What follows belongs to an exercise in optimizing a design on an open flow for small area, a short achievable clock period and few clock cycles; a production flow would make more cautious choices. At most, simulation tests tie the RTL to the original design; equivalence was not proved. Power figures rest on the tool's default switching activity, not on a simulated workload.

## fixed_partition_fit_allocator_unit
module fixed_partition_fit_allocator_unit (
   input  logic        clock,
   input  logic        reset,
   input  logic        csr_wr_en,
   input  logic [0:0]  csr_index,
   input  logic [4:0]  csr_wdata,
   input  logic        req_valid,
   output logic        req_stall,
   input  logic [20:0] req_payload,
   output logic        rsp_valid,
   input  logic        rsp_stall,
   output logic [20:0] rsp_payload
);
Size: about 55 I/O pins, ~34000 sq um of cells after synthesis.
==> flow/config.mk <==
export PLATFORM = sky130hd
export DESIGN_NAME = fixed_partition_fit_allocator_unit
export DESIGN_NICKNAME = fixed_partition_fit_allocator_unit
export VERILOG_FILES = /design/flow/design.v
export SDC_FILE = /design/flow/constraint.sdc
export NUM_CORES = 4
export LEC_CHECK = 0
export CAP_MARGIN = 20
export CORE_MARGIN = 2
export CORE_UTILIZATION = 40
export PLACE_DENSITY = 0.6
export SETUP_SLACK_MARGIN = 1.9
export SLEW_MARGIN = 20
export TNS_END_PERCENT = 10
==> flow/constraint.sdc <==
create_clock -name core_clock -period 5.0 [get_ports {clock}]
set_input_delay 1.0000 -clock core_clock [delete_from_list [all_inputs] [get_ports {clock}]]
set_output_delay 1.0000 -clock core_clock [all_outputs]
set_load 0.01 [all_outputs]
standard.sh (not shown) runs the stock make flow with config.mk's settings and CLKGATE_MAP_FILE= SYNTH_SCRIPT=/design/flow/synth_recipe.tcl, a recipe that flattens the netlist after the stock synthesis.
==> flow/flow/run.sh <==
#!/bin/bash
# Layout flow: the standard flow (standard.sh) with one change: the
# port buffers are buf_4 cells instead of the default delay buffers.
# Synthesis and everything else are the standard flow's.
set -o pipefail
export BUFFER_PORTS_ARGS="-buffer_cell sky130_fd_sc_hd__buf_4"
bash standard.sh > standard.log 2>&1
status=$?
echo "standard.sh exit $status"
exit $status
The starting point finished clean.
Testbench counts at the start, summed over its fixed seeds: cycles 5,056.
==> next run, changes <==
- ABC_AREA: unset -> 1
- TNS_END_PERCENT: 10 -> unset
Result: Sequential share of layout area falls by 1.2 points. Wire length falls by 4.2%. Synthesized cell count came out higher by 20%. Register-to-register slack improved by 40 ps. Clock-buffer cell count shrinks by 5. Global-route usage drops by 1.6 points. Utilization grows by 0.46 points. Die area goes up by 1.8%. Clock power came out higher by 8.4%. Area after synthesis rises by 1.9%. Clock skew climbs by 8.7 ps.
==> next run, changes <==
- ABC_AREA: 1 -> unset
- SETUP_SLACK_MARGIN: 1.9 -> 1.6
The new run completed without violations.
Power drops by about 1.7%.
Clock power goes down by about 4%.
Critical path depth goes down by 6.
Sequential cell count stays the same.
Worst setup slack is worse by 160 ps.
Die area shrinks by about 1.8%.
Clock skew fell by 13 ps.
Final area decreases by about 3.4%.
==> next run, changes <==
==> flow/flow/run.sh (replaced) <==
#!/bin/bash
# Layout flow: the standard flow (standard.sh) with two changes:
#  - synthesis leaves adders and comparators to ABC instead of mapping them
#    onto full- and half-adder cells (ADDER_MAP_FILE empty skips extract_fa),
#  - port buffers are buf_4 cells instead of the default delay buffers.
# Everything else, including the registers, is the standard flow's.
set -o pipefail
cp standard.sh standard_sh.txt
export ADDER_MAP_FILE=
export BUFFER_PORTS_ARGS="-buffer_cell sky130_fd_sc_hd__buf_4"
bash standard.sh > standard.log 2>&1
status=$?
echo "standard.sh exit $status"
exit $status
- SETUP_SLACK_MARGIN: 1.6 -> 1.9
The changed run finished with timing, DRC and antenna clean.
Core utilization rose by 2.1 points.
Maximum frequency went up by 5.8%.
Total power came out higher by 4.2%.
Via count goes up by 9.6%.
Combinational power rose by 17%.
Flip-flop and latch count is unchanged.
Global-route usage went up by 2.0 points.
Cell count grows by 6.5%.
Sequential power hardly moves.
==> next run, changes <==
==> flow/flow/run.sh (replaced) <==
#!/bin/bash
# Layout flow: the standard flow (standard.sh) with one change: the
# port buffers are buf_4 cells instead of the default delay buffers.
# Synthesis and everything else are the standard flow's.
set -o pipefail
export BUFFER_PORTS_ARGS="-buffer_cell sky130_fd_sc_hd__buf_4"
bash standard.sh > standard.log 2>&1
status=$?
echo "standard.sh exit $status"
exit $status
- CAP_MARGIN: 20 -> 10
- HOLD_SLACK_MARGIN: unset -> 0
- SLEW_MARGIN: 20 -> 10
Design area decreases by about 1.9%.
Sequential share of layout area increases by 0.78 points.
Global-route usage decreases by 1.8 points.
First-iteration DRC count decreases by 18%.
Via count decreases by about 8%.
Clock power decreases by 4.0%.

fixed_partition_fit_allocator_unit, a different RTL version from the one above (not shown whole).
Size: ~3,200 cells after synthesis, about 55 I/O pins.
export LEC_CHECK = 0
export CAP_MARGIN = 20
export CORE_MARGIN = 2
export CORE_UTILIZATION = 40
export PLACE_DENSITY = 0.6
export SETUP_SLACK_MARGIN = 1.9
export SLEW_MARGIN = 20
create_clock -name core_clock -period 5.0 [get_ports {clock}]
run.sh (not shown) runs the stock make flow with config.mk's settings and CLKGATE_MAP_FILE= SYNTH_SCRIPT=/design/flow/synth_recipe.tcl, a recipe that flattens the netlist after the stock synthesis.
Stock flow here: none of the scripts above is used.
The starting point ran to the end with no violations.
Testbench counts at the start, summed over its fixed seeds: cycles 5,120.
Change:
==> flow/flow/run.sh (new file) <==
#!/bin/bash
# Layout flow: the standard flow (standard.sh) with two changes:
#  - synthesis leaves adders and comparators to ABC instead of mapping them
#    onto full- and half-adder cells (ADDER_MAP_FILE empty skips extract_fa),
#  - port buffers are buf_4 cells instead of the default delay buffers.
# Everything else, including the registers, is the standard flow's.
set -o pipefail
cp standard.sh standard_sh.txt
export ADDER_MAP_FILE=
export BUFFER_PORTS_ARGS="-buffer_cell sky130_fd_sc_hd__buf_4"
bash standard.sh > standard.log 2>&1
status=$?
echo "standard.sh exit $status"
exit $status
==> flow/standard.sh (new file) <==
#!/bin/bash
# synth_recipe.tcl (not shown) runs the flow's synth.tcl, then flattens the netlist and writes it again
# the make line also repeats each setting of config.mk as NAME=value (left out here)
make -C /OpenROAD-flow-scripts/flow DESIGN_CONFIG=/design/flow/config.mk WORK_HOME=/design/flow/orfs CLKGATE_MAP_FILE= SYNTH_SCRIPT=/design/flow/synth_recipe.tcl "${@:-finish}"
removed: flow/run.sh
Sequential cell count is unchanged. Register-to-register slack is worse by 50 ps. Power increases slightly. Setup slack is worse by 48 ps.
Change:
==> flow/run.sh (new file) <==
#!/bin/bash
# synth_recipe.tcl (not shown) runs the flow's synth.tcl, then flattens the netlist and writes it again
# the make line also repeats each setting of config.mk as NAME=value (left out here)
make -C /OpenROAD-flow-scripts/flow DESIGN_CONFIG=/design/flow/config.mk WORK_HOME=/design/flow/orfs CLKGATE_MAP_FILE= SYNTH_SCRIPT=/design/flow/synth_recipe.tcl finish
--- a/flow/config.mk
+++ b/flow/config.mk
@@ -8,6 +8,6 @@
 export CAP_MARGIN = 20
 export CORE_MARGIN = 2
-export CORE_UTILIZATION = 40
-export PLACE_DENSITY = 0.6
+export CORE_UTILIZATION = 50
+export PLACE_DENSITY = 0.7
 export SETUP_SLACK_MARGIN = 1.9
 export SLEW_MARGIN = 20
removed: flow/flow/run.sh
removed: flow/standard.sh
Outcome: The changed run finished clean; setup slack loses 10 ps; synthesized cell count falls by about 5%; routed wire length rises by 2.9%; final area went down by 0.32%; non-clock buffer count went down by 27.
Change:
--- a/flow/config.mk
+++ b/flow/config.mk
@@ -8,6 +8,7 @@
 export CAP_MARGIN = 20
 export CORE_MARGIN = 2
-export CORE_UTILIZATION = 50
-export PLACE_DENSITY = 0.7
+export CORE_UTILIZATION = 40
+export CTS_BUF_LIST = sky130_fd_sc_hd__clkbuf_4 sky130_fd_sc_hd__clkbuf_8
+export PLACE_DENSITY = 0.6
 export SETUP_SLACK_MARGIN = 1.9
 export SLEW_MARGIN = 20
The changed run went through all stages and came out clean; sequential power stays flat; core utilization came out lower by 13 points; setup slack improves by 82 ps; wire length shrinks by 4.1%; combinational power fell by about 6%; final area stays flat; area after synthesis does not change; die area rose by 25%; synthesized cell count does not change.

== nickel ==
RTL: one of the versions met above, not the one the previous note started from.
Size: roughly 3,300 cells after synthesis, about 610 flip-flops, about 0.034 mm² of cells after synthesis.
clock: 5.0 ns
lec_check: 0
cap_margin: 20
core_margin: 2
core_utilization: 40
place_density: 0.55
setup_slack_margin: 1.9
slew_margin: 20
standard.sh (not shown) runs the stock make flow with config.mk's settings and CLKGATE_MAP_FILE= SYNTH_SCRIPT=/design/flow/synth_recipe.tcl, a recipe that flattens the netlist after the stock synthesis.
==> flow/flow/run.sh <==
#!/bin/bash
# Layout flow: the standard flow (standard.sh) with one change: the
# port buffers are buf_4 cells instead of the default delay buffers.
# Synthesis and everything else are the standard flow's.
set -o pipefail
export BUFFER_PORTS_ARGS="-buffer_cell sky130_fd_sc_hd__buf_4"
bash standard.sh > standard.log 2>&1
status=$?
echo "standard.sh exit $status"
exit $status
The final layout from nickel, which completed every stage, passed the timing, DRC and antenna checks at the end of the flow.
Testbench counts of nickel, summed over its fixed seeds: cycles 5,056.
Input-level comparison between amber and nickel:
Settings: SETUP_SLACK_MARGIN changed from 1.9 to 2.2; PLACE_DENSITY changed from 0.55 to 0.6.
==> run summary <==
No run among nickel and amber stopped early or left any final violation; all are clean. amber: non-clock buffer instance count of the final layout is 16 lower than what nickel reported. From nickel to amber the numbers moved as follows: power spent charging and discharging nets dropped 0.00013 W; cell area dropped 220 µm².
Input-level comparison between cedar and amber:
Settings: swapping 2.2 for 1.9 in SETUP_SLACK_MARGIN.
==> flow/run.sh (new file) <==
#!/bin/bash
# synth_recipe.tcl (not shown) runs the flow's synth.tcl, then flattens the netlist and writes it again
# the make line also repeats each setting of config.mk as NAME=value (left out here)
make -C /OpenROAD-flow-scripts/flow DESIGN_CONFIG=/design/flow/config.mk WORK_HOME=/design/flow/orfs CLKGATE_MAP_FILE= SYNTH_SCRIPT=/design/flow/synth_recipe.tcl finish
removed: flow/flow/run.sh
removed: flow/standard.sh
==> run summary <==
cedar: done, clean on timing, DRC and antenna. Against amber, cedar reports a routed metal-1 wirelength that is lower. On sequential portion of the cell area, the lower figure sits with cedar, not amber. [compare] base=amber new=cedar: fraction of power spent switching nets shows a reduction of 0.27 points, worst-case hold slack now smaller. cedar against amber: total of plain and repair buffers excluding clock buffers now smaller; timing-limited maximum frequency now sits higher; shortest period the worst path allows went down 0.18 ns; relative max-transition margin dropped 3.2 points. edfxtp_1 as the cell type of the slowest stage on the worst timing path was reported by cedar, and nor2_1 by amber. From amber to cedar the numbers moved as follows: worst vdd rail ir drop now sits lower, length of routed met2 wiring went up, final cell count without fillers barely changed.

## before
fixed_partition_fit_allocator_unit, a different RTL version from the one above (not shown whole).
Size in the first run: roughly 3200 cells after synthesis, roughly 570 flip-flops, ~55 I/O pins, about 33000 µm² of cells after synthesis.
Settings: LEC_CHECK=0, CAP_MARGIN=20, CORE_MARGIN=2, CORE_UTILIZATION=40, CTS_BUF_LIST=sky130_fd_sc_hd__clkbuf_4 sky130_fd_sc_hd__clkbuf_8, PLACE_DENSITY=0.6, SETUP_SLACK_MARGIN=2.2, SLEW_MARGIN=20; clock period 5.0 ns.
run.sh (not shown) runs the stock make flow with config.mk's settings and CLKGATE_MAP_FILE= SYNTH_SCRIPT=/design/flow/synth_recipe.tcl, a recipe that flattens the netlist after the stock synthesis.
Stock flow here: none of the scripts above is used.
Here is what was changed in the inputs of after compared with before.
--- a/flow/config.mk
+++ b/flow/config.mk
@@ -11,4 +11,4 @@
 export CTS_BUF_LIST = sky130_fd_sc_hd__clkbuf_4 sky130_fd_sc_hd__clkbuf_8
 export PLACE_DENSITY = 0.6
-export SETUP_SLACK_MARGIN = 2.2
+export SETUP_SLACK_MARGIN = 1.9
 export SLEW_MARGIN = 20
### Flow results
after did not stop at any stage, and its layout met the timing, DRC and antenna checks. The run with more routed wire is before, not after. Compared with before, in after shortest period the worst path allows went down 0.012 ns, global-route usage went down 1.4 points, number of cells in the finished layout apart from fillers went down about 2.6%, clock buffer instance count of the final layout went up 3, quantity of gates resized following cts went down 208. The layout buffer count excluding clock buffers reported for after is smaller than that of before by about 25%. The higher routing usage on met2 of after and before is in before. Compared with before, in after routed via count divided by cell count now sits at about the same level; post-route worst setup slack went up by 0.012 ns; synthesis-to-layout area growth went down 6.8 points.
No functional check of the RTL was part of any run of this note.

== run 1 ==
Another version of the RTL of fixed_partition_fit_allocator_unit (not shown whole).
Size: roughly 55 I/O pins, ~34000 um2 of cells after synthesis.
make LEC_CHECK=0 CAP_MARGIN=20 CORE_MARGIN=2 CORE_UTILIZATION=40 PLACE_DENSITY=0.6 SETUP_SLACK_MARGIN=3.5 SLEW_MARGIN=20 finish   # period 5.0 ns
[inputs] run 2 vs run 1
Settings: changing SETUP_SLACK_MARGIN from 3.5 to 1.5.
==> comparison <==
When run 2 is measured against run 1, its worst reg-to-reg path cell count turns out 4 lower. Having completed the whole flow, run 2 delivered a layout that passed the timing, DRC and antenna checks. In the flow results for run 2 and run 1, the core utilization of the finished layout is larger on run 1. Taking run 1 as the reference, in run 2 minimum clock period after layout up 0.030 ns, number of standard cells in the final layout excluding fillers lost 11%. Clock-buffer cell count ended up 13 lower on run 2 than on run 1. Summary: with run 1 as the reference, sequential standard cell area in run 2 moved down slightly. Run 2 ends up with a via count of the first global-routing pass that is 11% lower than in run 1. The lower clock share of power came out of run 1.
The following lists how run 3 was set up differently from run 2:
Settings: changing SETUP_SLACK_MARGIN from 1.5 to 2.5.
==> flow/flow/run.sh (new file) <==
#!/bin/bash
# Layout flow: the standard flow (standard.sh) with two changes:
#  - synthesis leaves adders and comparators to ABC instead of mapping them
#    onto full- and half-adder cells (ADDER_MAP_FILE empty skips extract_fa),
#  - port buffers are buf_4 cells instead of the default delay buffers.
# Everything else, including the registers, is the standard flow's.
set -o pipefail
cp standard.sh standard_sh.txt
export ADDER_MAP_FILE=
export BUFFER_PORTS_ARGS="-buffer_cell sky130_fd_sc_hd__buf_4"
bash standard.sh > standard.log 2>&1
status=$?
echo "standard.sh exit $status"
exit $status
==> flow/standard.sh (new file) <==
#!/bin/bash
# synth_recipe.tcl (not shown) runs the flow's synth.tcl, then flattens the netlist and writes it again
# the make line also repeats each setting of config.mk as NAME=value (left out here)
make -C /OpenROAD-flow-scripts/flow DESIGN_CONFIG=/design/flow/config.mk WORK_HOME=/design/flow/orfs CLKGATE_MAP_FILE= SYNTH_SCRIPT=/design/flow/synth_recipe.tcl "${@:-finish}"
removed: flow/run.sh
==> run summary <==
- Re relative contribution of sequential cells to total power: run 3 is 3.3 points down on run 2.
- Summary of run 3 over run 2: sequential share of layout area -5.4 points, total power draw +0.0015 W, final critical-path required period -0.19 ns.
- Of run 3 and run 2, it is run 3 that has the higher post-route worst setup slack.
- Non-clock inverter count in the final layout (run 2 / run 3): 1.12
- Diff run 2..run 3 | worst hold slack after final layout | negligible
- The final net count in run 3 was higher than what run 2 gave.
Function was not checked in any run of this note: the RTL went through the layout flow alone.

Another version of the RTL of fixed_partition_fit_allocator_unit (not shown whole).
For scale: ~3,200 cells after synthesis, about 650 flip-flops, ~55 I/O pins, about 35,000 um2 of cells after synthesis.
export LEC_CHECK = 0
export CAP_MARGIN = 20
export CORE_MARGIN = 2
export CORE_UTILIZATION = 40
export PLACE_DENSITY = 0.6
export SETUP_SLACK_MARGIN = 1.9
export SLEW_MARGIN = 20
create_clock -name core_clock -period 5.0 [get_ports {clock}]
standard.sh (not shown) runs the stock make flow with config.mk's settings and CLKGATE_MAP_FILE= SYNTH_SCRIPT=/design/flow/synth_recipe.tcl, a recipe that flattens the netlist after the stock synthesis.
==> flow/flow/run.sh <==
#!/bin/bash
# Layout flow: the standard flow (standard.sh) with one change: the
# port buffers are buf_4 cells instead of the default delay buffers.
# Synthesis and everything else are the standard flow's.
set -o pipefail
export BUFFER_PORTS_ARGS="-buffer_cell sky130_fd_sc_hd__buf_4"
bash standard.sh > standard.log 2>&1
status=$?
echo "standard.sh exit $status"
exit $status
The first run produced a clean layout.
Rerun with:
- SETUP_SLACK_MARGIN: 1.9 -> 2.1
The changed run ran to the end with no violations.
Total power came out higher by about 0.6%.
Area after synthesis stays the same.
Hold slack improved by 0.018 ns.
No functional check of the RTL was part of any run of this note.

[afterwards: timing with drivers on the ports]
The flow's constraints put no driver on any port. The routed layouts listed below were extracted and timed again, unchanged, in two steps.
Step 1 assumes that a clkbuf_16 drives the clock port and a buf_2 every other input.
Step 2 times the ports against the registers' clock, not the clock port: input delays grow and output delays shrink by t, the midpoint of the rising clock arrivals with the driver on.
a / b / c = ideal / step 1 / step 2; a / b = the first two.
run | t (ns) | setup slack, ns | hold slack, ns | worst register clock-pin slew, ns | worst data-port slew with drivers (ns)
the first run of note 1 | 0.693 | 1.708 / 1.737 / 1.057 | 0.418 / 0.418 / 0.418 | 0.07 / 0.07 | 0.06
the second run of note 1 | 0.695 | 1.776 / 1.776 / 1.380 | 0.433 / 0.433 / 0.433 | 0.06 / 0.06 | 0.04
the third run of note 1 | 0.711 | 1.620 / 1.611 / 0.996 | 0.425 / 0.425 / 0.425 | 0.07 / 0.07 | 0.07
the fourth run of note 1 | 0.706 | 1.806 / 1.794 / 1.251 | 0.418 / 0.418 / 0.418 | 0.07 / 0.07 | 0.06
the fifth run of note 1 | 0.693 | 1.878 / 1.817 / 1.216 | 0.420 / 0.420 / 0.420 | 0.07 / 0.07 | 0.06
the first run of note 2 | 0.696 | 1.738 / 1.738 / 1.090 | 0.418 / 0.418 / 0.418 | 0.07 / 0.07 | 0.05
the second run of note 2 | 0.699 | 1.690 / 1.690 / 1.304 | 0.426 / 0.426 / 0.426 | 0.07 / 0.07 | 0.10
the third run of note 2 | 0.687 | 1.680 / 1.680 / 1.106 | 0.432 / 0.432 / 0.432 | 0.07 / 0.07 | 0.06
the fourth run of note 2 | 0.821 | 1.762 / 1.762 / 1.038 | 0.418 / 0.418 / 0.418 | 0.07 / 0.07 | 0.05
nickel | 0.694 | 1.766 / 1.773 / 1.102 | 0.460 / 0.460 / 0.460 | 0.07 / 0.07 | 0.06
amber | 0.709 | 1.723 / 1.772 / 1.064 | 0.437 / 0.437 / 0.437 | 0.07 / 0.07 | 0.06
cedar | 0.699 | 1.900 / 1.891 / 1.260 | 0.419 / 0.419 / 0.419 | 0.08 / 0.08 | 0.06
before | 0.834 | 1.665 / 1.599 / 1.023 | 0.405 / 0.405 / 0.405 | 0.07 / 0.07 | 0.06
after | 0.801 | 1.676 / 1.666 / 0.925 | 0.425 / 0.425 / 0.425 | 0.07 / 0.07 | 0.08
run 1 | 0.714 | 1.500 / 1.500 / 0.893 | 0.427 / 0.427 / 0.427 | 0.07 / 0.07 | 0.06
run 2 | 0.707 | 1.470 / 1.470 / 0.817 | 0.420 / 0.420 / 0.420 | 0.07 / 0.07 | 0.07
run 3 | 0.703 | 1.662 / 1.662 / 1.272 | 0.421 / 0.421 / 0.421 | 0.07 / 0.07 | 0.09
the first run of note 6 | 0.701 | 1.810 / 1.738 / 1.268 | 0.460 / 0.460 / 0.460 | 0.07 / 0.07 | 0.05
the second run of note 6 | 0.714 | 1.800 / 1.731 / 1.414 | 0.478 / 0.478 / 0.478 | 0.06 / 0.06 | 0.04
After both steps every run listed still meets setup and hold. For after, which loses most, drivers alone change the setup slack by -0.010 ns; drivers and shift together by -0.751 ns.
